Context: an optimization exercise on an open-source flow, tuned for small area, a short achievable clock period and few clock cycles. The choices shown serve that exercise and are no tape-out recipe.
In this exercise RTL edits were held to simulation tests only and were not proved equivalent to the original.

==> flow/design.v (outline; a module is shown in full before it is edited, if it fits) <==
// module mp_booth_lane: 2835 lines
// module mp_csa8: 1246 lines
// module mp_top: 137 lines
module mp_top
(
    input  logic        clock,
    input  logic        reset_n,
    input  logic        start,
    input  logic        y_wr_en,
    input  logic [1:0]  y_wr_addr,
    input  logic [31:0] y_wr_data,
    input  logic        dict_wr_en,
    input  logic [4:0]  dict_wr_addr,
    input  logic [31:0] dict_wr_data,
    input  logic [2:0]  x_rd_addr,
    output logic [31:0] x_rd_data,
    output logic        busy,
    output logic        done
);
  // ...
==> flow/run.sh <==
#!/bin/bash
# synth_recipe.tcl (not shown) runs the flow's synth.tcl, then flattens the netlist and writes it again
# the make line also repeats each setting of config.mk as NAME=value (left out here)
make -C /OpenROAD-flow-scripts/flow DESIGN_CONFIG=/design/flow/config.mk WORK_HOME=/design/flow/orfs CLKGATE_MAP_FILE= SYNTH_SCRIPT=/design/flow/synth_recipe.tcl finish
==> flow/config.mk <==
export PLATFORM = sky130hd
export DESIGN_NAME = mp_top
export DESIGN_NICKNAME = mp_top
export VERILOG_FILES = /design/flow/design.v
export SDC_FILE = /design/flow/constraint.sdc
export NUM_CORES = 4
export LEC_CHECK = 0
export ABC_AREA = 1
export CAP_MARGIN = 20
export CORE_MARGIN = 2
export CORE_UTILIZATION = 40
export SLEW_MARGIN = 20
==> flow/constraint.sdc <==
create_clock -name core_clock -period 12.5 [get_ports {clock}]
set_input_delay 2.5000 -clock core_clock [delete_from_list [all_inputs] [get_ports {clock}]]
set_output_delay 2.5000 -clock core_clock [all_outputs]
set_load 0.01 [all_outputs]
==> impl_metrics.ini, run 1 <==
[status]
status = complete, no violations

[global_route]
overflow = 0
grt_util_met2 = 0.4706

[layout]
largest_register_ffs = 1024
seq_share = 0.2741
finalNetCount = 19919
clkbuf_count = 291
final_cell_mix = 2791 x inv_1, 1945 x xor2_1, 1745 x fa_1
multi_input_area_um2 = 102300
buffers = 472
final_common_cell = inv_1

[setup_path]
crit_fanout = 46
crit_type = reg2reg
crit_path_start_kind = flip-flop

[yosys]
synth_compound_area_frac = 0.1577
yosysUniqueCellTypes = 61

[hold_path]
hold_depth = 0
hold_end = p1[30]

[die]
io_pins = 113
start_util = 0.4010

[cts]
clock_path_buffers = 4
tritoncts = done

[detailed_routing]
met1Wirelength_mm = 274.0
vias = 135072
viasPerCell = 5.829
Testbench counts, summed over its fixed seeds: cycles 4,256.
==> module mp_top, before the edit <==
module mp_top
(
    input  logic        clock,
    input  logic        reset_n,
    input  logic        start,
    input  logic        y_wr_en,
    input  logic [1:0]  y_wr_addr,
    input  logic [31:0] y_wr_data,
    input  logic        dict_wr_en,
    input  logic [4:0]  dict_wr_addr,
    input  logic [31:0] dict_wr_data,
    input  logic [2:0]  x_rd_addr,
    output logic [31:0] x_rd_data,
    output logic        busy,
    output logic        done
);
    logic [4:0]  ph;
    logic        accept;
    logic [31:0] dmem [32];
    logic [31:0] r [4];
    logic [31:0] yreg [4];
    logic [47:0] bs [4];
    logic [47:0] bc [4];
    logic [31:0] pb;
    logic [31:0] best_mag;
    logic [31:0] best_val;
    logic [2:0]  best_loc;
    logic [31:0] best_xval;
    logic [2:0]  w1;
    logic [31:0] p1;
    logic [2:0]  xa;
    logic [3:0]  sup;
    assign accept = start && !busy;
    always_ff @(posedge clock) begin
        if (!reset_n) begin
            ph   <= '0;
            busy <= 1'b0;
            done <= 1'b0;
        end else begin
            done <= (ph == 5'd22);
            if (accept) busy <= 1'b1;
            else if (ph == 5'd22) busy <= 1'b0;
            if (accept) ph <= (ph == 5'd23) ? 5'd24 : 5'd1;
            else if (ph == 5'd24) ph <= busy ? 5'd1 : 5'd0;
            else if (ph != 5'd0) ph <= ph + 5'd1;
        end
    end
    always_ff @(posedge clock) begin
        if (dict_wr_en && !busy) dmem[dict_wr_addr] <= dict_wr_data;
    end
    logic        spec;
    logic [2:0]  ratom;
    logic        c_take;
    always_comb begin
        spec = (ph == 5'd10) || (ph == 5'd22);
        if (spec) ratom = best_loc;
        else if (ph >= 5'd1 && ph <= 5'd7) ratom = ph[2:0];
        else if (ph >= 5'd12 && ph <= 5'd19) ratom = 3'(ph - 5'd12);
        else ratom = 3'd0;
    end
    always_ff @(posedge clock) begin
        for (int i = 0; i < 4; i++) begin
            yreg[i] <= (spec && c_take) ? dmem[28 + i] : dmem[{ratom, 2'(i)}];
        end
    end
    logic        a_upd;
    logic [31:0] ax [4];
    logic [47:0] as [4];
    logic [47:0] ac [4];
    assign a_upd = (ph == 5'd11) || (ph == 5'd23);
    for (genvar i = 0; i < 4; i++) begin : g_lane
        assign ax[i] = a_upd ? best_val : r[i];
        mp_booth_lane lane (.x(ax[i]), .y(yreg[i]), .s(as[i]), .c(ac[i]));
    end
    always_ff @(posedge clock) begin
        for (int i = 0; i < 4; i++) begin
            bs[i] <= as[i];
            bc[i] <= ac[i];
        end
    end
    logic [47:0] ss, sc, acc;
    mp_csa8 csa (
        .v0(bs[0]), .v1(bc[0]), .v2(bs[1]), .v3(bc[1]),
        .v4(bs[2]), .v5(bc[2]), .v6(bs[3]), .v7(bc[3]),
        .s(ss), .c(sc)
    );
    assign acc = ss + sc;
    always_ff @(posedge clock) begin
        pb <= acc[47:16];
    end
    logic        b_upd_run;
    logic        b_upd_post;
    logic [47:0] prod [4];
    assign b_upd_run  = (ph == 5'd12);
    assign b_upd_post = (ph == 5'd24);
    always_comb begin
        for (int i = 0; i < 4; i++) prod[i] = bs[i] + bc[i];
    end
    always_ff @(posedge clock) begin
        for (int i = 0; i < 4; i++) begin
            if (y_wr_en && !busy && y_wr_addr == 2'(i)) begin
                r[i] <= y_wr_data;
            end else if (b_upd_run || (b_upd_post && !sup[i] && reset_n)) begin
                r[i] <= r[i] - prod[i][47:16];
            end
            sup[i] <= y_wr_en && !busy && y_wr_addr == 2'(i);
        end
    end
    logic        c_val;
    logic [2:0]  c_atom;
    logic [31:0] c_mag;
    logic [31:0] c_xval;
    always_comb begin
        c_val  = (ph >= 5'd3 && ph <= 5'd10) || (ph >= 5'd15 && ph <= 5'd22);
        c_atom = (ph <= 5'd10) ? 3'(ph - 5'd3) : 3'(ph - 5'd15);
        c_mag  = pb[31] ? -pb : pb;
        c_take = (c_atom == 3'd0) || (c_mag > best_mag);
        c_xval = pb + ((c_atom == w1) ? p1 : 32'd0);
    end
    always_ff @(posedge clock) begin
        if (c_val && c_take) begin
            best_mag  <= c_mag;
            best_val  <= pb;
            best_loc  <= c_atom;
            best_xval <= c_xval;
        end
        if (ph == 5'd11) begin
            w1 <= best_loc;
            p1 <= best_val;
        end
    end
    always_ff @(posedge clock) begin
        xa <= x_rd_addr;
    end
    assign x_rd_data = (xa == best_loc) ? best_xval :
                       (xa == w1) ? p1 : 32'd0;
endmodule
==> inputs of run 2 (changes only) <==
--- a/flow/design.v
+++ b/flow/design.v
@@ -4141,9 +4141,12 @@
     output logic        done
 );
     logic [4:0]  ph;
+    logic [4:0]  ph_n;
     logic        accept;
     logic [31:0] dmem [32];
     logic [31:0] r [4];
+    logic [31:0] r_n [4];
+    logic [31:0] xreg [4];
     logic [31:0] yreg [4];
     logic [47:0] bs [4];
     logic [47:0] bc [4];
@@ -4156,47 +4159,62 @@
     logic [31:0] p1;
     logic [2:0]  xa;
     logic [3:0]  sup;
+    logic        r_spec;
+    logic [2:0]  r_atom;
+    logic        b_upd_run;
+    logic        b_upd_post;
+    logic        c_val;
+    logic        c_first;
+    logic [2:0]  c_atom;
     assign accept = start && !busy;
+    always_comb begin
+        if (accept) ph_n = (ph == 5'd23) ? 5'd24 : 5'd1;
+        else if (ph == 5'd24) ph_n = busy ? 5'd1 : 5'd0;
+        else if (ph != 5'd0) ph_n = ph + 5'd1;
+        else ph_n = 5'd0;
+    end
     always_ff @(posedge clock) begin
         if (!reset_n) begin
-            ph   <= '0;
-            busy <= 1'b0;
-            done <= 1'b0;
+            ph         <= '0;
+            busy       <= 1'b0;
+            done       <= 1'b0;
+            b_upd_run  <= 1'b0;
+            b_upd_post <= 1'b0;
+            c_val      <= 1'b0;
         end else begin
             done <= (ph == 5'd22);
             if (accept) busy <= 1'b1;
             else if (ph == 5'd22) busy <= 1'b0;
-            if (accept) ph <= (ph == 5'd23) ? 5'd24 : 5'd1;
-            else if (ph == 5'd24) ph <= busy ? 5'd1 : 5'd0;
-            else if (ph != 5'd0) ph <= ph + 5'd1;
+            ph         <= ph_n;
+            b_upd_run  <= (ph_n == 5'd12);
+            b_upd_post <= (ph_n == 5'd24);
+            c_val      <= (ph_n >= 5'd3 && ph_n <= 5'd10) || (ph_n >= 5'd15 && ph_n <= 5'd22);
         end
     end
     always_ff @(posedge clock) begin
+        r_spec  <= (ph_n == 5'd10) || (ph_n == 5'd22);
+        if (ph_n >= 5'd1 && ph_n <= 5'd7) r_atom <= ph_n[2:0];
+        else if (ph_n >= 5'd12 && ph_n <= 5'd19) r_atom <= 3'(ph_n - 5'd12);
+        else r_atom <= 3'd0;
+        c_first <= (ph_n == 5'd3) || (ph_n == 5'd15);
+        c_atom  <= (ph_n <= 5'd10) ? 3'(ph_n - 5'd3) : 3'(ph_n - 5'd15);
+    end
+    always_ff @(posedge clock) begin
         if (dict_wr_en && !busy) dmem[dict_wr_addr] <= dict_wr_data;
     end
-    logic        spec;
-    logic [2:0]  ratom;
     logic        c_take;
-    always_comb begin
-        spec = (ph == 5'd10) || (ph == 5'd22);
-        if (spec) ratom = best_loc;
-        else if (ph >= 5'd1 && ph <= 5'd7) ratom = ph[2:0];
-        else if (ph >= 5'd12 && ph <= 5'd19) ratom = 3'(ph - 5'd12);
-        else ratom = 3'd0;
-    end
+    logic        pick7;
+    assign pick7 = r_spec && c_take;
     always_ff @(posedge clock) begin
         for (int i = 0; i < 4; i++) begin
-            yreg[i] <= (spec && c_take) ? dmem[28 + i] : dmem[{ratom, 2'(i)}];
+            yreg[i] <= pick7 ? dmem[28 + i] : dmem[{(r_spec ? best_loc : r_atom), 2'(i)}];
+            xreg[i] <= r_spec ? (c_take ? pb : best_val) : r_n[i];
         end
     end
-    logic        a_upd;
-    logic [31:0] ax [4];
     logic [47:0] as [4];
     logic [47:0] ac [4];
-    assign a_upd = (ph == 5'd11) || (ph == 5'd23);
     for (genvar i = 0; i < 4; i++) begin : g_lane
-        assign ax[i] = a_upd ? best_val : r[i];
-        mp_booth_lane lane (.x(ax[i]), .y(yreg[i]), .s(as[i]), .c(ac[i]));
+        mp_booth_lane lane (.x(xreg[i]), .y(yreg[i]), .s(as[i]), .c(ac[i]));
     end
     always_ff @(posedge clock) begin
         for (int i = 0; i < 4; i++) begin
@@ -4214,33 +4232,30 @@
     always_ff @(posedge clock) begin
         pb <= acc[47:16];
     end
-    logic        b_upd_run;
-    logic        b_upd_post;
     logic [47:0] prod [4];
-    assign b_upd_run  = (ph == 5'd12);
-    assign b_upd_post = (ph == 5'd24);
     always_comb begin
-        for (int i = 0; i < 4; i++) prod[i] = bs[i] + bc[i];
-    end
-    always_ff @(posedge clock) begin
         for (int i = 0; i < 4; i++) begin
+            prod[i] = bs[i] + bc[i];
             if (y_wr_en && !busy && y_wr_addr == 2'(i)) begin
-                r[i] <= y_wr_data;
-            end else if (b_upd_run || (b_upd_post && !sup[i] && reset_n)) begin
-                r[i] <= r[i] - prod[i][47:16];
+                r_n[i] = y_wr_data;
+            end else if (b_upd_run || (b_upd_post && !sup[i])) begin
+                r_n[i] = r[i] - prod[i][47:16];
+            end else begin
+                r_n[i] = r[i];
             end
+        end
+    end
+    always_ff @(posedge clock) begin
+        for (int i = 0; i < 4; i++) begin
+            r[i] <= r_n[i];
             sup[i] <= y_wr_en && !busy && y_wr_addr == 2'(i);
         end
     end
-    logic        c_val;
-    logic [2:0]  c_atom;
     logic [31:0] c_mag;
     logic [31:0] c_xval;
     always_comb begin
-        c_val  = (ph >= 5'd3 && ph <= 5'd10) || (ph >= 5'd15 && ph <= 5'd22);
-        c_atom = (ph <= 5'd10) ? 3'(ph - 5'd3) : 3'(ph - 5'd15);
         c_mag  = pb[31] ? -pb : pb;
-        c_take = (c_atom == 3'd0) || (c_mag > best_mag);
+        c_take = c_first || (c_mag > best_mag);
         c_xval = pb + ((c_atom == w1) ? p1 : 32'd0);
     end
     always_ff @(posedge clock) begin
@@ -4250,7 +4265,7 @@
             best_loc  <= c_atom;
             best_xval <= c_xval;
         end
-        if (ph == 5'd11) begin
+        if (b_upd_run) begin
             w1 <= best_loc;
             p1 <= best_val;
         end
--- a/flow/config.mk
+++ b/flow/config.mk
@@ -9,4 +9,5 @@
 export CAP_MARGIN = 20
 export CORE_MARGIN = 2
 export CORE_UTILIZATION = 40
+export SETUP_SLACK_MARGIN = 5
 export SLEW_MARGIN = 20
==> run 2 against run 1 <==
  * Highest routed layer unchanged
  * Via count rose by 2.7%
  * Die area rose by 1.2%
  * Flip-flop and latch count rose by 139
  * Still clean
  * Worst setup slack improved by 2.6 ns
  * Maximum frequency rose by 43%
  * Largest cell class unchanged
  * Count of clock-buffer cells in the layout fell by 4
==> impl_metrics.ini, run 2 <==
[status]
status = complete, no violations

[sta]
fin_skew_ns = 0.09576
clock.fmax_mhz = 167.0
hold_violations = 0
slew_headroom = 0.1966
hold_ws_ns = 0.4505
max_slew.worst_pin.slew_ns = 1.201
slew_violations = 0
final-setup-viol-count = 0
fin_crit_ns = 5.987
setup_tns_ns = 0
rsz0062_at_grt = no
min_period_over_period = 0.4789

[yosys]
async_reset_ff_frac = 0
syn_avg_cell_area_um2 = 9.143
synth_commonest_cells = 2869 x inv_1, 2169 x nand2_1, 1995 x xor2_1
ys_ff_latch = 1978
yosys_most_used_dff = edfxtp_1
yosysUniqueCellTypes = 67
yosysWarningCount = 17
synth_edf_count = 1157
netlist_area_um2 = 168900
synth_area_leaders = fa_1 21%, edfxtp_1 21%, xor2_1 10%, dfxtp_1 9.7%, o22ai_1 6.6%
syn_inst = 18472
yosysTopAreaCellShare = 0.2078
seq_area_frac_synth = 0.3030
synth_nets = 20924
yosysTopAreaCell = fa_1
yosysMostFrequentCell = inv_1

[die]
num_rows = 238
die_w_um = 653.8
die_area_um2 = 427400
start_util = 0.4019
io_pins = 113
core_area_um2 = 420200
fp.dieH_um = 653.8

[global_route]
grt_max_degree = 259
antenna_found_initial = 53
overflow = 0
grt_pass1_vias = 135365
grt_usage = 0.3052
grt_pass1_wl_mm = 951.9

[hold_path]
hold_end = p1[8]
hold_depth = 0
min_path_type = reg2reg
min-delay-start = best_val[8]

[cts]
numClockSinks = 1978
cts_buffers = 224
post_cts_buffers = 0
tritoncts = done
cts_root_buffer = clkbuf_16
cts.htree.levels = 4
clock_path_buffers = 4
cts.clk_slew.worst_paths_ns = 0.06
holdBufCountCts = 0
clock_latency_ns = 1.00
ctsResizeCount = 0

[detailed_routing]
viasPerCell = 5.793
drc = 0
drtAntennaViolNets = 0
dr.pass1.iters = 9
wl_per_cell_um = 27.87
vias = 138667
first_iter_violations = 16511
wl_mm = 667.1

[layout]
reg.largest.list = dmem (1024), bs (192), bc (188)
final_common_cell = inv_1
largest_register_ffs = 1024
seq_area_um2 = 51180
layout-drive-gt1-share = 0.05604
area_growth_pct = 8.767
final_cell_mix = 2853 x inv_1, 2159 x nand2_1, 1995 x xor2_1
finalNetCount = 20495
top_register = dmem
multi_input_area_um2 = 102500
n_fill_cell = 40731
final_area_um2 = 183700

[setup_path]
r2r_cells = 24
critPathMaxStageDelay_ns = 0.59
crit_family = simple AND/OR/NAND/NOR gates
crit_path_start_kind = flip-flop
crit-reg2reg-launch = pb[1]
worst-endpoint-arrival_ns = 6.81
required_ns = 13.32
path_cells = inv_1 -> ha_1 -> inv_1 -> nor3_4 -> nand4_1 -> nor4_1 -> nand4_1 -> o31ai_1 -> nand2_1 -> xor2_1 -> ha_1 -> nand2_1 -> nor2_1 -> nand4_1 -> nor4_2 -> nand2_1 -> nand2_1 -> nand2_1 -> nand2_2 -> buf_4 -> nand2_8 -> buf_12 -> o211ai_1 -> o21ai_0
timing.rr.end = yreg[1][15]
crit_path_frequent_cell = nand2_1
cp_slowest_cell = buf_4
crit_type = reg2reg
critical_path_buf_inv_count = 4
r2r_slack_ns = 6.51
endpoint_kind = flip-flop
cp.depth = 24
crit_fanout = 193

[run]
max_cap_violations = 0

[placed_design]
gp_congestion = 1.025
place_area_um2 = 175800
port-buffer-count = 112
place_hpwl_mm = 473.8
[run 2: changes by cell type in the layout (fill, tap and decap cells not counted), sizes merged, moves of 127 or more]
cell	delta
nand3	-174
o21ai	-206
edfxtp	-128
nor2	-276
nand2	+675
a32oi	+127
dfxtp	+267
a21oi	+285
[run 2: per-layer routing]
metal	routed length, um	global-route usage
met5	166	0
met4	37560	0.1498
met1	261900	0.3961
met3	84670	0.1040
met2	282800	0.4533
[run 2: worst max path at each step]
stage                     startpoint          end  slack (ns)
after floorplan                pb[1]  best_loc[0]        6.54
after global placement         pb[1]  yreg[2][18]        6.55
after detailed placement       pb[1]  yreg[1][15]        6.55
after CTS                      pb[1]   yreg[2][6]        6.59
after global routing           pb[1]  yreg[2][21]        6.08
final                          pb[1]  yreg[1][15]        6.51
[run 2: per-stage QoR]
| step | utilization | cells | worst slack, ns |
|---|---|---|---|
| floorplan | - | 18472 | 6.535 |
| global placement | 0.4183 | 23444 | 6.546 |
| detailed placement | 0.4184 | 23446 | 6.549 |
| CTS | 0.4363 | 23866 | 6.588 |
| global route | 0.4368 | 23878 | 6.079 |
| finish | 0.4372 | 23936 | 6.513 |
[run 2: kinds of logic (layout without fill, tap and decap cells)]
logic type | Yosys count | in the layout | synth area share
XOR/XNOR | 2181 | 2181 | 0.1131
adder cells (fa/ha/maj) | 2373 | 2373 | 0.2537
multiplexers | 10 | 10 | 0.0007260
AND/OR/NAND/NOR | 3567 | 3567 | 0.08497
buffers and inverters | 4106 | 3871 | 0.09293
AO/OA/AOI/OAI | 4257 | 4257 | 0.1515
other | 0 | 59 | 0
flip-flops | 1978 | 1978 | 0.3030
[run 2: area by class of cell]
| class | instances | share of cell area |
|---|---|---|
| Multi-Input combinational cell | 12388 | 0.5581 |
| Sequential cell | 1978 | 0.2786 |
| Inverter | 2955 | 0.06051 |
| Clock inverter | 133 | 0.007513 |
| Timing Repair Buffer | 496 | 0.02267 |
| Clock buffer | 287 | 0.03340 |
| Antenna cell | 59 | 0.0008037 |
| Tap cell | 5640 | 0.03842 |
Testbench counts of run 2, summed over its fixed seeds: cycles 4,256.
==> inputs of run 3 (changes only) <==
--- a/flow/config.mk
+++ b/flow/config.mk
@@ -9,5 +9,4 @@
 export CAP_MARGIN = 20
 export CORE_MARGIN = 2
 export CORE_UTILIZATION = 40
-export SETUP_SLACK_MARGIN = 5
 export SLEW_MARGIN = 20
==> run 3 against run 2 <==
  * Still clean
  * Synthesized area is the same
  * Non-clock buffer count up 8
  * Synthesized cell count unchanged
  * Via count shrank 0.57%
  * Maximum frequency fell by 13%
  * Count of clock-buffer cells in the layout rose by 15
  * Critical path depth stayed put
  * Global-route usage hardly changed
  * Critical endpoint is now yreg[0][6]
==> impl_metrics.ini, run 3 <==
[sta]
fin_crit_ns = 6.867
hold_ws_ns = 0.3243
fin_skew_ns = 0.07833
timing.final.ws_setup_ns = 5.633
rsz0062_at_grt = no
max_slew.worst_pin.slew_ns = 1.316
slew_headroom = 0.1220
clock.fmax_mhz = 145.6
min_period_over_period = 0.5494
setup_tns_ns = 0
hold_violations = 0
final-setup-viol-count = 0
slew_violations = 0

[detailed_routing]
wl_per_cell_um = 27.86
route.met2.wl_mm = 278.7
met1Wirelength_mm = 262.9
dr.pass1.iters = 7
drc = 0
drtAntennaViolNets = 0
wl_mm = 667.0
first_iter_violations = 16570
vias = 137878
viasPerCell = 5.759
wl_met3_mm = 85.04
maxUsedRoutingLayer = met5

[yosys]
yosys_most_used_dff = edfxtp_1
seq_area_frac_synth = 0.3030
yosysWarningCount = 17
syn_inst = 18472
yosysMostFrequentCell = inv_1
synth_commonest_cells = 2869 x inv_1, 2169 x nand2_1, 1995 x xor2_1
async_reset_ff_frac = 0
yosysUniqueCellTypes = 67
ys_ff_latch = 1978
yosysTopAreaCellShare = 0.2078
netlist_area_um2 = 168900
synth_area_leaders = fa_1 21%, edfxtp_1 21%, xor2_1 10%, dfxtp_1 9.7%, o22ai_1 6.6%
yosysTopAreaCell = fa_1
syn_avg_cell_area_um2 = 9.143
synth_edf_count = 1157
synth_nets = 20924

[cts]
clock_path_buffers = 4
holdBufCountCts = 0
post_cts_buffers = 0
cts_buffers = 226
ctsResizeCount = 0
numClockSinks = 1978
cts.htree.levels = 4
clock_latency_ns = 0.98
tritoncts = done
cts.clk_slew.worst_paths_ns = 0.07
cts_root_buffer = clkbuf_16

[setup_path]
required_ns = 13.40
worst-endpoint-arrival_ns = 7.76
crit_type = reg2reg
crit_path_start_kind = flip-flop
endpoint_kind = flip-flop
crit_fanout = 68

[die]
die_area_um2 = 427400
core_area_um2 = 420200
start_util = 0.4019
fp.dieH_um = 653.8
die_w_um = 653.8
io_pins = 113
num_rows = 238

[global_route]
grt_pass1_vias = 133953
grt_max_degree = 252
overflow = 0
antenna_found_initial = 66
grt_usage = 0.3054
grt_pass1_wl_mm = 951.4

[layout]
final_common_cell = inv_1
finalNetCount = 20505
reg.largest.list = dmem (1024), bs (192), bc (188)
largest_register_ffs = 1024
top_register = dmem
layout-drive-gt1-share = 0.05627
area_growth_pct = 8.803
fin_cells = 23943
final_area_um2 = 183800
final_cell_mix = 2853 x inv_1, 2159 x nand2_1, 1995 x xor2_1

[placed_design]
port-buffer-count = 112
place_area_um2 = 175800
place_worst_setup_slack_ns = 5.392
gp_congestion = 1.055
dp_cells = 23455
place_hpwl_mm = 472.7

[status]
status = complete, no violations

[run]
max_cap_violations = 0

[hold_path]
min_path_type = reg2reg
==> run 3: cell counts after synthesis <==
Identical to the previous run, type by type.
==> run 3: worst max-delay path, cell delays in order, from the launching register on <==
cell,delay [ns]
dfxtp_1,0.33
inv_1,0.17
ha_1,0.19
inv_1,0.08
nor3_4,0.21
nand4_1,0.19
nor4_1,0.34
nand4_1,0.33
o31ai_1,0.55
nand2_1,0.14
xor2_1,0.19
ha_1,0.30
nand2_1,0.06
nor2_1,0.13
nand4_1,0.18
nor4_2,0.25
nand3_1,0.13
nand2_1,0.11
nand2_2,0.39
buf_4,0.44
nand2_8,0.31
buf_4,0.62
buf_4,0.66
o211ai_1,0.20
o21ai_0,0.14
==> run 3: worst paths after layout <==
kind	startpoint	end	slack [ns]	depth (start not counted)
worst max-delay path	pb[1]	yreg[0][6]	5.63	24
worst min-delay path	xreg[0][3]	bc[0][2]	0.32	0
worst max register to register	pb[1]	yreg[0][6]	5.63	24
worst min register to register	xreg[0][3]	bc[0][2]	0.32	0
==> run 3: final cells by class <==
class,instances,area (um2)
clock buffers,302,6295
inverters,2955,11120
diodes,53,132.6
flip-flops and latches,1978,51180
fillers,40905,236400
multi-input cells,12388,102500
repair buffers,504,4177
clock inverters,123,1301
well taps,5640,7057
==> run 3: layer usage <==
layer | GRT usage | vias to the layer above
met5 | 0.005433 | -
li1 | - | 60338
met2 | 0.4445 | 8268
met4 | 0.1585 | 34
met1 | 0.3966 | 67332
met3 | 0.1094 | 1906
==> run 3: cell families (layout without fill, tap and decap cells) <==
| family | after synthesis | count (layout) | share of synthesized area |
|---|---|---|---|
| and+or+nand+nor | 3567 | 3567 | 0.08497 |
| other | 0 | 53 | 0 |
| adders and majority gates | 2373 | 2373 | 0.2537 |
| buffers and inverters | 4106 | 3884 | 0.09293 |
| AOI/OAI and AO/OA | 4257 | 4257 | 0.1515 |
| xor gates and xnor gates | 2181 | 2181 | 0.1131 |
| DFF | 1978 | 1978 | 0.3030 |
| muxes | 10 | 10 | 0.0007260 |
==> run 3: through the flow <==
stage	utilization
5_1_grt	0.4370
3_5_place_dp	0.4184
3_3_place_gp	0.4185
2_1_floorplan	-
6_report	0.4373
4_1_cts	0.4365
==> inputs of run 4 (changes only) <==
--- a/flow/design.v
+++ b/flow/design.v
@@ -4157,7 +4157,6 @@
     logic [31:0] best_xval;
     logic [2:0]  w1;
     logic [31:0] p1;
-    logic [2:0]  xa;
     logic [3:0]  sup;
     logic        r_spec;
     logic [2:0]  r_atom;
@@ -4232,14 +4231,21 @@
     always_ff @(posedge clock) begin
         pb <= acc[47:16];
     end
-    logic [47:0] prod [4];
+    logic [16:0] lo [4];
+    logic [31:0] us [4];
+    logic [31:0] uc [4];
+    logic [32:0] usum [4];
     always_comb begin
         for (int i = 0; i < 4; i++) begin
-            prod[i] = bs[i] + bc[i];
+            lo[i]   = {1'b0, bs[i][15:0]} + {1'b0, bc[i][15:0]};
+            us[i]   = r[i] ^ bs[i][47:16] ^ bc[i][47:16];
+            uc[i]   = {(r[i][30:0] & ~bs[i][46:16]) | (r[i][30:0] & ~bc[i][46:16]) |
+                       (~bs[i][46:16] & ~bc[i][46:16]), ~lo[i][16]};
+            usum[i] = {us[i], 1'b1} + {uc[i], 1'b1};
             if (y_wr_en && !busy && y_wr_addr == 2'(i)) begin
                 r_n[i] = y_wr_data;
             end else if (b_upd_run || (b_upd_post && !sup[i])) begin
-                r_n[i] = r[i] - prod[i][47:16];
+                r_n[i] = usum[i][32:1];
             end else begin
                 r_n[i] = r[i];
             end
@@ -4252,10 +4258,12 @@
         end
     end
     logic [31:0] c_mag;
+    logic [31:0] c_ones;
     logic [31:0] c_xval;
     always_comb begin
         c_mag  = pb[31] ? -pb : pb;
-        c_take = c_first || (c_mag > best_mag);
+        c_ones = pb ^ {32{pb[31]}};
+        c_take = c_first || (c_ones > best_mag) || (pb[31] && c_ones == best_mag);
         c_xval = pb + ((c_atom == w1) ? p1 : 32'd0);
     end
     always_ff @(posedge clock) begin
@@ -4270,9 +4278,17 @@
             p1 <= best_val;
         end
     end
+    logic sel_best;
+    logic sel_w1;
+    logic sel_best_n;
+    logic sel_w1_n;
+    always_comb begin
+        sel_best_n = (c_val && c_take) ? (x_rd_addr == c_atom) : (x_rd_addr == best_loc);
+        sel_w1_n   = (x_rd_addr == (b_upd_run ? best_loc : w1)) && !sel_best_n;
+    end
     always_ff @(posedge clock) begin
-        xa <= x_rd_addr;
+        sel_best <= sel_best_n;
+        sel_w1   <= sel_w1_n;
     end
-    assign x_rd_data = (xa == best_loc) ? best_xval :
-                       (xa == w1) ? p1 : 32'd0;
+    assign x_rd_data = ({32{sel_best}} & best_xval) | ({32{sel_w1}} & p1);
 endmodule
==> flow/flow/run.sh (new file) <==
#!/bin/bash
set -euo pipefail
export SETUP_SLACK_MARGIN=7.5
bash standard.sh > standard_flow.log 2>&1
==> flow/standard.sh (new file) <==
#!/bin/bash
# synth_recipe.tcl (not shown) runs the flow's synth.tcl, then flattens the netlist and writes it again
# the make line also repeats each setting of config.mk as NAME=value (left out here)
make -C /OpenROAD-flow-scripts/flow DESIGN_CONFIG=/design/flow/config.mk WORK_HOME=/design/flow/orfs CLKGATE_MAP_FILE= SYNTH_SCRIPT=/design/flow/synth_recipe.tcl "${@:-finish}"
removed: flow/run.sh
==> run 4 against run 3 <==
  * Still clean on timing, DRC and antenna
  * Worst hold slack better by 0.050 ns
  * Critical path type unchanged
  * Critical path depth shrank 10
  * Non-clock buffer count rose by 71
  * Highest routed layer unchanged
  * Flip-flop and latch count shrank 1
==> impl_metrics.ini, run 4 <==
[status]
status = complete, no violations

[global_route]
overflow = 0
grt_usage = 0.2986
grt_max_degree = 170
antenna_found_initial = 52
grt_pass1_vias = 127634
grt_pass1_wl_mm = 897.5

[die]
die_area_um2 = 411700
io_pins = 113
start_util = 0.4011
die_w_um = 641.7
num_rows = 234
core_area_um2 = 405500
fp.dieH_um = 641.7

[sta]
timing.final.ws_setup_ns = 7.520
min_period_over_period = 0.3984
clock.fmax_mhz = 200.8
rsz0062_at_grt = yes
slew_headroom = 0.09876
hold_violations = 0
setup_tns_ns = 0
slew_violations = 0
fin_skew_ns = 0.1009
max_slew.worst_pin.slew_ns = 1.348
fin_crit_ns = 4.980
final-setup-viol-count = 0

[setup_path]
worst-endpoint-arrival_ns = 5.77
crit_start = xreg[1][1]
crit_fanout = 23
crit_path_start_kind = flip-flop
required_ns = 13.29
crit_type = reg2reg
r2r_slack_ns = 7.52
crit-reg2reg-launch = xreg[1][1]
endpoint_kind = flip-flop

[detailed_routing]
dr.pass1.iters = 8
wl_per_cell_um = 27.90
first_iter_violations = 15674
wl_mm = 628.7
viasPerCell = 5.764
drtAntennaViolNets = 0
drc = 0
vias = 129866

[cts]
numClockSinks = 1977
cts_root_buffer = clkbuf_16
cts.htree.levels = 4
cts_buffers = 221
tritoncts = done
cts.clk_slew.worst_paths_ns = 0.07
clock_latency_ns = 0.96
clock_path_buffers = 4

[placed_design]
place_hpwl_mm = 431.0
gp_congestion = 1.035
place_worst_setup_slack_ns = 6.908
place_area_um2 = 169500
port-buffer-count = 112

[yosys]
synth_area_leaders = fa_1 23%, edfxtp_1 21%, xor2_1 11%, dfxtp_1 10%, o22ai_1 7.4%
syn_inst = 17230
syn_avg_cell_area_um2 = 9.439
synth-xor-area-share = 0.1125
synthMuxAreaShare = 0.0006539
synth_top_family_by_area = adder cells
ys_ff_latch = 1977
synth_edf_count = 1154
synth_nets = 19681
yosysWarningCount = 23
synth_simple_gate_area_frac = 0.07355
seq_area_frac_synth = 0.3144
yosysTopAreaCell = fa_1
yosysTopAreaCellShare = 0.2310
synth_adder_area_share = 0.2691
yosysUniqueCellTypes = 66
yosys_most_used_dff = edfxtp_1
synth_commonest_cells = 2625 x inv_1, 1967 x xor2_1, 1916 x o22ai_1
yosysMostFrequentCell = inv_1
synth_compound_area_frac = 0.1391
netlist_area_um2 = 162600
async_reset_ff_frac = 0

[layout]
area_growth_pct = 10.44
reg.largest.list = dmem (1024), bs (192), bc (188)
n_fill_cell = 38770
final_area_um2 = 179600
seq_area_um2 = 51180
multi_input_area_um2 = 97830
layout-drive-gt1-share = 0.06980
largest_register_ffs = 1024
final_cell_mix = 2593 x inv_1, 1960 x xor2_1, 1911 x o22ai_1
final_common_cell = inv_1
finalNetCount = 19328
top_register = dmem

[hold_path]
min-delay-start = xreg[3][1]
min_path_type = reg2reg

[run]
max_cap_violations = 0
[run 4: cell types whose count changed after synthesis, sizes merged, moves of 124 or more]
cell | previous run | this run
nand2 | 2188 | 1753
a32oi | 128 | 0
ha | 620 | 495
inv | 2923 | 2674
fa | 1753 | 1877
o211ai | 339 | 40
o22ai | 1793 | 1922
[run 4: path summary, 6_finish.rpt]
kind / endpoint / cells after the start
max: bc[1][27] / 14
min: bc[3][0] / 0
max reg2reg: bc[1][27] / 14
min reg2reg: bc[3][0] / 0
[run 4: final cells by class]
cell class                      count  area share
Multi-Input combinational cell  11387      0.5446
Sequential cell                  1977      0.2850
Inverter                         2711     0.05775
Tap cell                         5428     0.03781
Clock buffer                      274     0.03321
Timing Repair Buffer              575     0.03088
Clock inverter                    136     0.01007
Antenna cell                       40   0.0005573
Timing Repair inverter              4   0.0001532
[run 4: worst max-delay path, cell delays in order, from the launching register on]
cell and delay, ns:
dfxtp_1 0.33, clkbuf_8 0.30, nand2_1 0.18, nand2_2 0.26
buf_6 0.27, o22ai_1 0.14, xor2_1 0.21, fa_1 0.59
inv_1 0.08, fa_1 0.50, fa_1 0.43, fa_1 0.51
inv_1 0.05, fa_1 0.56, fa_1 0.41
[run 4: logic make-up after synthesis]
logic type               Yosys count
flip-flops                      1977
AO/OA/AOI/OAI                   3896
buffers and inverters           3868
XOR/XNOR                        2089
adder cells (fa/ha/maj)         2372
multiplexers                      10
AND/OR/NAND/NOR                 3018
[run 4: through the flow]
step,utilization,cells,hold slack [ns]
2_1_floorplan,-,17230,0.3723
3_3_place_gp,0.4180,22015,0.3371
3_5_place_dp,0.4181,22016,0.3415
4_1_cts,0.4390,22441,0.3640
5_1_grt,0.4427,22495,0.3874
6_report,0.4430,22532,0.3745
[run 4: repair_timing]
| action | CTS | global route |
|---|---|---|
| setup endpoints to repair | 270 | 256 |
| hold buffers | 0 | 0 |
| gates cloned | 3 | 10 |
| pin swaps | 5 | 21 |
| setup buffers | 12 | 39 |
| gates resized for setup | 160 | 279 |
[run 4: per-layer routing]
| metal | vias up | part of all wire | track usage |
|---|---|---|---|
| met2 | 8222 | 0.42 | 0.4355 |
| met1 | 63988 | 0.39 | 0.3881 |
| met4 | 38 | 0.066 | 0.1638 |
| met3 | 1908 | 0.13 | 0.1012 |
| met5 | - | 0.00078 | 0.0001182 |
| li1 | 55710 | - | - |
Testbench counts of run 4, summed over its fixed seeds: cycles 4,256.
==> inputs of run 5 (changes only) <==
==> flow/run.sh (new file) <==
#!/bin/bash
# synth_recipe.tcl (not shown) runs the flow's synth.tcl, then flattens the netlist and writes it again
# the make line also repeats each setting of config.mk as NAME=value (left out here)
make -C /OpenROAD-flow-scripts/flow DESIGN_CONFIG=/design/flow/config.mk WORK_HOME=/design/flow/orfs CLKGATE_MAP_FILE= SYNTH_SCRIPT=/design/flow/synth_recipe.tcl finish
--- a/flow/config.mk
+++ b/flow/config.mk
@@ -9,4 +9,5 @@
 export CAP_MARGIN = 20
 export CORE_MARGIN = 2
 export CORE_UTILIZATION = 40
+export SETUP_SLACK_MARGIN = 5
 export SLEW_MARGIN = 20
removed: flow/flow/run.sh
removed: flow/standard.sh
==> run 5 against run 4 <==
  * Wire length fell by 0.71%
  * Flip-flop and latch count did not move
  * Highest routed layer unchanged
  * Global-route usage barely moved
  * Sequential share of layout area rose by 0.32 points
  * Non-clock buffer count fell by 58
  * Maximum frequency fell by 13%
  * Design area fell by 1.2%
==> impl_metrics.ini, run 5 <==
[global_route]
grt_pass1_wl_mm = 896.0
overflow = 0
grt_usage = 0.2981
antenna_found_initial = 50
grt_max_degree = 170
grt_pass1_vias = 127551

[status]
status = complete, no violations

[setup_path]
endpoint_kind = flip-flop
critPathMaxStageDelay_ns = 0.60
crit_end = bc[3][39]
timing.rr.end = bc[3][39]
crit_start = xreg[3][7]
r2r_slack_ns = 6.75
cp.depth = 18
critical_path_buf_inv_count = 9
crit-reg2reg-launch = xreg[3][7]
required_ns = 13.26
crit_path_frequent_cell = fa_1
crit_family = adder cells
path_cells = buf_4 -> inv_2 -> buf_4 -> o21ai_2 -> buf_4 -> a21oi_1 -> xor2_1 -> inv_1 -> fa_1 -> inv_1 -> fa_1 -> fa_1 -> inv_1 -> fa_1 -> inv_1 -> fa_1 -> inv_1 -> fa_1
crit_path_start_kind = flip-flop
r2r_cells = 18
crit_fanout = 32
crit_type = reg2reg
cp_slowest_cell = dfxtp_1
worst-endpoint-arrival_ns = 6.51

[sta]
fin_skew_ns = 0.09143
rsz0062_at_grt = no
timing.final.ws_setup_ns = 6.748
min_period_over_period = 0.4601
slew_headroom = 0.1158
slew_violations = 0
max_slew.worst_pin.slew_ns = 1.322
fin_crit_ns = 5.752
clock.fmax_mhz = 173.9
setup_tns_ns = 0
hold_violations = 0
final-setup-viol-count = 0

[layout]
seq_area_um2 = 51130
area_growth_pct = 9.090
top_register = dmem
final_common_cell = inv_1
largest_register_ffs = 1024
layout-drive-gt1-share = 0.05929
final_cell_mix = 2609 x inv_1, 1967 x xor2_1, 1916 x o22ai_1
finalNetCount = 19264
fin_util = 0.4375
final_area_um2 = 177400
reg.largest.list = dmem (1024), bs (192), bc (188)
multi_input_area_um2 = 97270
n_fill_cell = 38958

[yosys]
yosysMostFrequentCell = inv_1
syn_avg_cell_area_um2 = 9.439
synth_nets = 19681
synth_area_leaders = fa_1 23%, edfxtp_1 21%, xor2_1 11%, dfxtp_1 10%, o22ai_1 7.4%
async_reset_ff_frac = 0
yosys_most_used_dff = edfxtp_1
synth_edf_count = 1154
ys_ff_latch = 1977
yosysTopAreaCell = fa_1
yosysWarningCount = 23
synth_commonest_cells = 2625 x inv_1, 1967 x xor2_1, 1916 x o22ai_1
yosysUniqueCellTypes = 66
seq_area_frac_synth = 0.3144
netlist_area_um2 = 162600
yosysTopAreaCellShare = 0.2310
syn_inst = 17230

[placed_design]
place_area_um2 = 169500
gp_congestion = 1.035
place_worst_setup_slack_ns = 6.908
port-buffer-count = 112
place_hpwl_mm = 431.0

[detailed_routing]
drtAntennaViolNets = 0
wl_per_cell_um = 27.79
dr.pass1.iters = 7
viasPerCell = 5.730
first_iter_violations = 15538
drc = 0
wl_mm = 624.3
vias = 128734

[hold_path]
min_path_type = reg2reg

[die]
die_area_um2 = 411700
fp.dieH_um = 641.7
start_util = 0.4011
io_pins = 113
die_w_um = 641.7
core_area_um2 = 405500
num_rows = 234

[cts]
ctsResizeCount = 0
clock_path_buffers = 4
post_cts_buffers = 0
clock_latency_ns = 0.96
cts.htree.levels = 4
cts_root_buffer = clkbuf_16
cts_buffers = 221
cts.clk_slew.worst_paths_ns = 0.07
tritoncts = done
numClockSinks = 1977
holdBufCountCts = 0

[run]
max_cap_violations = 0
-- run 5: logic make-up (layout without fill, tap and decap cells) --
kind of cell | Yosys count | after routing | synth area share
AO/OA/AOI/OAI | 3896 | 3896 | 0.1391
buffers and inverters | 3868 | 3638 | 0.09072
multiplexers | 10 | 10 | 0.0006539
XOR/XNOR | 2089 | 2089 | 0.1125
flip-flops | 1977 | 1977 | 0.3144
other | 0 | 37 | 0
AND/OR/NAND/NOR | 3018 | 3018 | 0.07355
adder cells (fa/ha/maj) | 2372 | 2372 | 0.2691
-- run 5: how the worst min path moves through the flow --
| stage | from | slack, ns | cells past startpoint | endpoint |
|---|---|---|---|---|
| global route | xreg[3][1] | 0.37 | 0 | bc[3][0] |
| CTS | xreg[3][1] | 0.35 | 0 | bc[3][0] |
| finish | xreg[3][1] | 0.35 | 0 | bc[3][0] |
| floorplan | xreg[0][3] | 0.37 | 0 | bc[0][2] |
| global placement | xreg[3][3] | 0.34 | 0 | bc[3][2] |
| detailed placement | xreg[2][3] | 0.34 | 0 | bc[2][2] |
-- run 5: area by class of cell --
type | instances | area share
repair buffers | 517 | 0.02347
inverters | 2711 | 0.05749
diodes | 37 | 0.0005218
clock buffers | 274 | 0.03362
clock inverters | 136 | 0.01020
flip-flops and latches | 1977 | 0.2882
well taps | 5428 | 0.03828
multi-input cells | 11385 | 0.5482
-- run 5: stage by stage --
stage	instances	hold slack, ns
after detailed placement	22016	0.3415
after floorplan	17230	0.3723
after global routing	22431	0.3653
after global placement	22015	0.3371
final	22465	0.3546
after CTS	22426	0.3517
-- run 5: per-layer routing --
| metal | part of all wire | track usage | up-vias | wire, um |
|---|---|---|---|---|
| li1 | - | - | 55587 | - |
| met1 | 0.39 | 0.3876 | 63519 | 244400 |
| met2 | 0.42 | 0.4348 | 7791 | 261300 |
| met3 | 0.12 | 0.1004 | 1813 | 77920 |
| met4 | 0.065 | 0.1643 | 24 | 40520 |
| met5 | 0.00030 | 0.0003545 | - | 189 |
==> inputs of run 6 (changes only) <==
--- a/flow/design.v
+++ b/flow/design.v
@@ -4154,21 +4154,35 @@
     logic [31:0] best_mag;
     logic [31:0] best_val;
     logic [2:0]  best_loc;
+    logic [7:0]  best_oh;
     logic [31:0] best_xval;
     logic [2:0]  w1;
     logic [31:0] p1;
     logic [3:0]  sup;
     logic        r_spec;
-    logic [2:0]  r_atom;
-    logic        b_upd_run;
+    logic        r_p6;
+    logic        r_late;
+    logic [7:0]  r_oh;
+    logic        b_upd_a;
+    logic        b_upd_b;
+    logic        b_upd_c;
     logic        b_upd_post;
     logic        c_val;
+    logic        c_at6;
+    logic        c_at7;
+    logic        rec1;
+    logic        win6;
+    logic        win7;
+    logic        c_take;
+    logic        win_a;
     logic        c_first;
     logic [2:0]  c_atom;
     assign accept = start && !busy;
     always_comb begin
         if (accept) ph_n = (ph == 5'd23) ? 5'd24 : 5'd1;
         else if (ph == 5'd24) ph_n = busy ? 5'd1 : 5'd0;
+        else if (ph == 5'd10) ph_n = win_a ? 5'd13 : 5'd11;
+        else if (ph == 5'd11) ph_n = (win6 && !win7) ? 5'd13 : 5'd12;
         else if (ph != 5'd0) ph_n = ph + 5'd1;
         else ph_n = 5'd0;
     end
@@ -4177,7 +4191,9 @@
             ph         <= '0;
             busy       <= 1'b0;
             done       <= 1'b0;
-            b_upd_run  <= 1'b0;
+            b_upd_a    <= 1'b0;
+            b_upd_b    <= 1'b0;
+            b_upd_c    <= 1'b0;
             b_upd_post <= 1'b0;
             c_val      <= 1'b0;
         end else begin
@@ -4185,29 +4201,45 @@
             if (accept) busy <= 1'b1;
             else if (ph == 5'd22) busy <= 1'b0;
             ph         <= ph_n;
-            b_upd_run  <= (ph_n == 5'd12);
+            b_upd_a    <= (ph_n == 5'd10);
+            b_upd_b    <= (ph_n == 5'd11);
+            b_upd_c    <= (ph_n == 5'd12);
             b_upd_post <= (ph_n == 5'd24);
             c_val      <= (ph_n >= 5'd3 && ph_n <= 5'd10) || (ph_n >= 5'd15 && ph_n <= 5'd22);
         end
     end
     always_ff @(posedge clock) begin
-        r_spec  <= (ph_n == 5'd10) || (ph_n == 5'd22);
-        if (ph_n >= 5'd1 && ph_n <= 5'd7) r_atom <= ph_n[2:0];
-        else if (ph_n >= 5'd12 && ph_n <= 5'd19) r_atom <= 3'(ph_n - 5'd12);
-        else r_atom <= 3'd0;
+        r_spec  <= (ph_n == 5'd8) || (ph_n == 5'd22);
+        r_p6    <= (ph_n == 5'd9);
+        r_late  <= (ph_n == 5'd10);
+        if (ph_n >= 5'd1 && ph_n <= 5'd7) r_oh <= 8'd1 << ph_n[2:0];
+        else if (ph_n >= 5'd13 && ph_n <= 5'd19) r_oh <= 8'd1 << 3'(ph_n - 5'd12);
+        else r_oh <= 8'd1;
+        c_at6   <= (ph_n == 5'd9);
+        c_at7   <= (ph_n == 5'd10);
+        rec1    <= (ph == 5'd10);
         c_first <= (ph_n == 5'd3) || (ph_n == 5'd15);
         c_atom  <= (ph_n <= 5'd10) ? 3'(ph_n - 5'd3) : 3'(ph_n - 5'd15);
     end
     always_ff @(posedge clock) begin
         if (dict_wr_en && !busy) dmem[dict_wr_addr] <= dict_wr_data;
     end
-    logic        c_take;
-    logic        pick7;
-    assign pick7 = r_spec && c_take;
+    logic [7:0]  rsel;
+    logic [31:0] yn [4];
+    assign win_a = !win6 && !c_take;
+    assign rsel = r_spec ? (c_take ? (8'd1 << c_atom) : best_oh) :
+                  r_p6 ? 8'h40 : (r_late && !win_a) ? 8'h80 : r_oh;
+    always_comb begin
+        for (int i = 0; i < 4; i++) begin
+            yn[i] = '0;
+            for (int j = 0; j < 8; j++) yn[i] = yn[i] | ({32{rsel[j]}} & dmem[j * 4 + i]);
+        end
+    end
     always_ff @(posedge clock) begin
         for (int i = 0; i < 4; i++) begin
-            yreg[i] <= pick7 ? dmem[28 + i] : dmem[{(r_spec ? best_loc : r_atom), 2'(i)}];
-            xreg[i] <= r_spec ? (c_take ? pb : best_val) : r_n[i];
+            yreg[i] <= yn[i];
+            xreg[i] <= (r_p6 || (r_late && !win_a) || (r_spec && c_take)) ? pb :
+                       r_spec ? best_val : r_n[i];
         end
     end
     logic [47:0] as [4];
@@ -4244,7 +4276,8 @@
             usum[i] = {us[i], 1'b1} + {uc[i], 1'b1};
             if (y_wr_en && !busy && y_wr_addr == 2'(i)) begin
                 r_n[i] = y_wr_data;
-            end else if (b_upd_run || (b_upd_post && !sup[i])) begin
+            end else if ((b_upd_a && win_a) || (b_upd_b && win6 && !win7) || b_upd_c ||
+                         (b_upd_post && !sup[i])) begin
                 r_n[i] = usum[i][32:1];
             end else begin
                 r_n[i] = r[i];
@@ -4271,9 +4304,12 @@
             best_mag  <= c_mag;
             best_val  <= pb;
             best_loc  <= c_atom;
+            best_oh   <= 8'd1 << c_atom;
             best_xval <= c_xval;
         end
-        if (b_upd_run) begin
+        if (c_at6) win6 <= c_take;
+        if (c_at7) win7 <= c_take;
+        if (rec1) begin
             w1 <= best_loc;
             p1 <= best_val;
         end
@@ -4284,7 +4320,7 @@
     logic sel_w1_n;
     always_comb begin
         sel_best_n = (c_val && c_take) ? (x_rd_addr == c_atom) : (x_rd_addr == best_loc);
-        sel_w1_n   = (x_rd_addr == (b_upd_run ? best_loc : w1)) && !sel_best_n;
+        sel_w1_n   = (x_rd_addr == (rec1 ? best_loc : w1)) && !sel_best_n;
     end
     always_ff @(posedge clock) begin
         sel_best <= sel_best_n;
==> flow/flow/run.sh (new file) <==
#!/bin/bash
set -euo pipefail
export SETUP_SLACK_MARGIN=7.5
bash standard.sh > standard_flow.log 2>&1
==> flow/standard.sh (new file) <==
#!/bin/bash
# synth_recipe.tcl (not shown) runs the flow's synth.tcl, then flattens the netlist and writes it again
# the make line also repeats each setting of config.mk as NAME=value (left out here)
make -C /OpenROAD-flow-scripts/flow DESIGN_CONFIG=/design/flow/config.mk WORK_HOME=/design/flow/orfs CLKGATE_MAP_FILE= SYNTH_SCRIPT=/design/flow/synth_recipe.tcl "${@:-finish}"
--- a/flow/config.mk
+++ b/flow/config.mk
@@ -9,5 +9,4 @@
 export CAP_MARGIN = 20
 export CORE_MARGIN = 2
 export CORE_UTILIZATION = 40
-export SETUP_SLACK_MARGIN = 5
 export SLEW_MARGIN = 20
removed: flow/run.sh
==> run 6 against run 5 <==
  * Die area shrank 0.64%
  * Design area is 1.8% higher
  * Largest cell class unchanged
  * Worst setup slack improved by 0.73 ns
  * Still clean
  * Worst hold slack better by 0.094 ns
==> impl_metrics.ini, run 6 <==
[global_route]
overflow = 0
grt_usage = 0.3166
grt_max_degree = 106
grt_pass1_wl_mm = 933.6
antenna_found_initial = 41
grt_pass1_vias = 128801

[sta]
fin_skew_ns = 0.09170
hold_violations = 0
setup_tns_ns = 0
max_slew.worst_pin.slew_ns = 1.169
clock.fmax_mhz = 199.2
rsz0062_at_grt = yes
slew_headroom = 0.2184
timing.final.ws_setup_ns = 7.480
fin_crit_ns = 5.020
min_period_over_period = 0.4016
slew_violations = 0
final-setup-viol-count = 0

[yosys]
synth_nets = 19582
yosysTopAreaCell = fa_1
yosysTopAreaCellShare = 0.2325
netlist_area_um2 = 161600
yosysUniqueCellTypes = 57
yosysWarningCount = 25
async_reset_ff_frac = 0
syn_avg_cell_area_um2 = 9.433
syn_inst = 17131
yosys_most_used_dff = edfxtp_1
synth_area_leaders = fa_1 23%, edfxtp_1 22%, xor2_1 11%, dfxtp_1 10%, nand2_1 7.2%
synth_commonest_cells = 3118 x nand2_1, 2379 x inv_1, 1980 x xor2_1
synth_edf_count = 1164
seq_area_frac_synth = 0.3195
ys_ff_latch = 1997
yosysMostFrequentCell = nand2_1

[layout]
n_fill_cell = 38404
finalNetCount = 19388
layout-drive-gt1-share = 0.07844
final_common_cell = nand2_1
top_register = dmem
final_cell_mix = 3074 x nand2_1, 2321 x inv_1, 1976 x xor2_1
fin_cells = 22564
reg.largest.list = dmem (1024), bs (192), bc (188)
fin_util = 0.4486
area_growth_pct = 11.77
largest_register_ffs = 1024
final_area_um2 = 180600

[setup_path]
crit_fanout = 17
critPathMaxStageDelay_ns = 0.56
worst-endpoint-arrival_ns = 5.87
r2r_slack_ns = 7.48
path_cells = buf_12 -> clkinvlp_4 -> buf_4 -> o21ai_2 -> o22ai_1 -> xor2_1 -> fa_1 -> fa_1 -> fa_1 -> inv_1 -> fa_1 -> fa_1 -> fa_1
timing.rr.end = bs[3][35]
critical_path_buf_inv_count = 4
crit_end = bs[3][35]
crit-reg2reg-launch = xreg[3][7]
crit_family = adder cells
crit_start = xreg[3][7]
required_ns = 13.35
crit_path_frequent_cell = fa_1
crit_path_start_kind = flip-flop
endpoint_kind = flip-flop
crit_type = reg2reg
r2r_cells = 13
cp.depth = 13
cp_slowest_cell = o21ai_2

[status]
status = complete, no violations

[cts]
clock_latency_ns = 1.01
tritoncts = done
cts.htree.levels = 4
cts_root_buffer = clkbuf_16
cts.clk_slew.worst_paths_ns = 0.07
clock_path_buffers = 4
cts_buffers = 228
numClockSinks = 1997

[detailed_routing]
first_iter_violations = 17025
viasPerCell = 5.813
dr.pass1.iters = 12
vias = 131163
wl_mm = 665.8
wl_per_cell_um = 29.51
drtAntennaViolNets = 0
drc = 0

[hold_path]
min_path_type = reg2reg

[die]
die_area_um2 = 409100
core_area_um2 = 402600
num_rows = 233
start_util = 0.4014
die_w_um = 639.6
io_pins = 113
fp.dieH_um = 639.6

[placed_design]
place_hpwl_mm = 453.8
gp_congestion = 1.016
dp_cells = 21966
place_worst_setup_slack_ns = 6.551
place_area_um2 = 168900
port-buffer-count = 112

[run]
max_cap_violations = 0
-- run 6: cell count changes after synthesis, sizes merged, moves of 87 or more --
cell / previous run / this run
a21oi: 772 / 317
and3: 6 / 93
clkbuf: 852 / 764
inv: 2674 / 2424
nand2: 1753 / 3122
nand3: 180 / 415
nand4: 23 / 161
nor2: 937 / 640
o21ai: 941 / 274
o22ai: 1922 / 1758
-- run 6: worst register-to-register path, cell delays in order (launching register included) --
cell and delay (ns):
dfxtp_1 0.38, buf_12 0.22, clkinvlp_4 0.16, buf_4 0.18, o21ai_2 0.56, o22ai_1 0.16, xor2_1 0.21, fa_1 0.46
fa_1 0.47, fa_1 0.56, inv_1 0.06, fa_1 0.44, fa_1 0.55, fa_1 0.50
-- run 6: what timing repair did --
item	4_1_cts	5_1_grt
setup endpoints to repair	652	414
setup buffers	44	61
hold buffers	0	0
pin swaps	16	30
cloned	19	20
gates resized for setup	312	348
-- run 6: routing by layer --
layer | track usage | up-vias | part of all wire
met5 | 0 | - | 0.00040
met4 | 0.1779 | 28 | 0.068
met3 | 0.1050 | 2132 | 0.13
met2 | 0.4632 | 9295 | 0.42
met1 | 0.4103 | 64559 | 0.38
li1 | - | 55149 | -
-- run 6: kinds of logic after synthesis --
family / count (synthesis) / synth area share
AND/OR/NAND/NOR: 4566 / 0.1155
buffers and inverters: 3555 / 0.08461
AO/OA/AOI/OAI: 2504 / 0.09360
adder cells (fa/ha/maj): 2372 / 0.2709
XOR/XNOR: 2129 / 0.1154
flip-flops: 1997 / 0.3195
multiplexers: 8 / 0.0005265
-- run 6: worst min path at each step --
| stage | startpoint | endpoint | slack (ns) | cells after the start |
|---|---|---|---|---|
| global route | best_val[31] | p1[31] | 0.47 | 0 |
| detailed placement | best_val[31] | p1[31] | 0.44 | 0 |
| floorplan | xreg[0][1] | bc[0][0] | 0.35 | 0 |
| finish | dmem[26][26] | yreg[2][26] | 0.45 | 2 |
| CTS | best_val[31] | p1[31] | 0.45 | 0 |
| global placement | best_val[11] | p1[11] | 0.43 | 0 |
-- run 6: through the flow --
stage	hold slack (ns)
after floorplan	0.3499
after global placement	0.4317
after detailed placement	0.4365
after CTS	0.4515
after global routing	0.4660
final	0.4483
-- run 6: final cells by class --
cell class              instances  area [um2]  area share
multi-input cells           11587       97760      0.5413
flip-flops and latches       1997       51730      0.2864
inverters                    2463        9515     0.05268
repair buffers                653        7089     0.03925
well taps                    5405        6763     0.03744
clock buffers                 310        6360     0.03521
clock inverters               118        1284    0.007107
diodes                         24       60.06   0.0003325
repair inverters                7       52.55   0.0002909
Testbench counts of run 6, summed over its fixed seeds: cycles 4,043.

[separate check: timing with driven ports]
No port has a modelled driver above. Below, the same layouts with a new extraction and two added sets of constraints. Step 1 (the two cells are an assumption about what drives the block):
set clk [get_ports {clock}]
set_driving_cell -lib_cell sky130_fd_sc_hd__clkbuf_16 $clk
set_driving_cell -lib_cell sky130_fd_sc_hd__buf_2 [delete_from_list [all_inputs] $clk]
Step 2 moves the port delays by t, midway between the first and last clock arrival at a register: inputs arrive t later, outputs are due t later. That takes back most of the time a late clock gives input paths. a / b / c = ideal / step 1 / step 2; a / b = the first two.
run | t, ns | slack for setup (ns) | worst data-port slew with drivers (ns)
run 1 | 1.047 | 3.929 / 3.929 / 3.929 | 0.11
run 2 | 1.064 | 6.513 / 6.513 / 6.513 | 0.20
run 3 | 1.059 | 5.633 / 5.633 / 5.633 | 0.09
run 4 | 1.018 | 7.520 / 7.520 / 6.727 | 0.13
run 5 | 1.027 | 6.748 / 6.748 / 6.748 | 0.13
run 6 | 1.075 | 7.480 / 7.480 / 7.049 | 0.09
After both steps setup and hold are still met in every run listed. For run 4, which loses most, drivers alone change the setup slack by 0.000 ns; drivers and shift together by -0.793 ns.
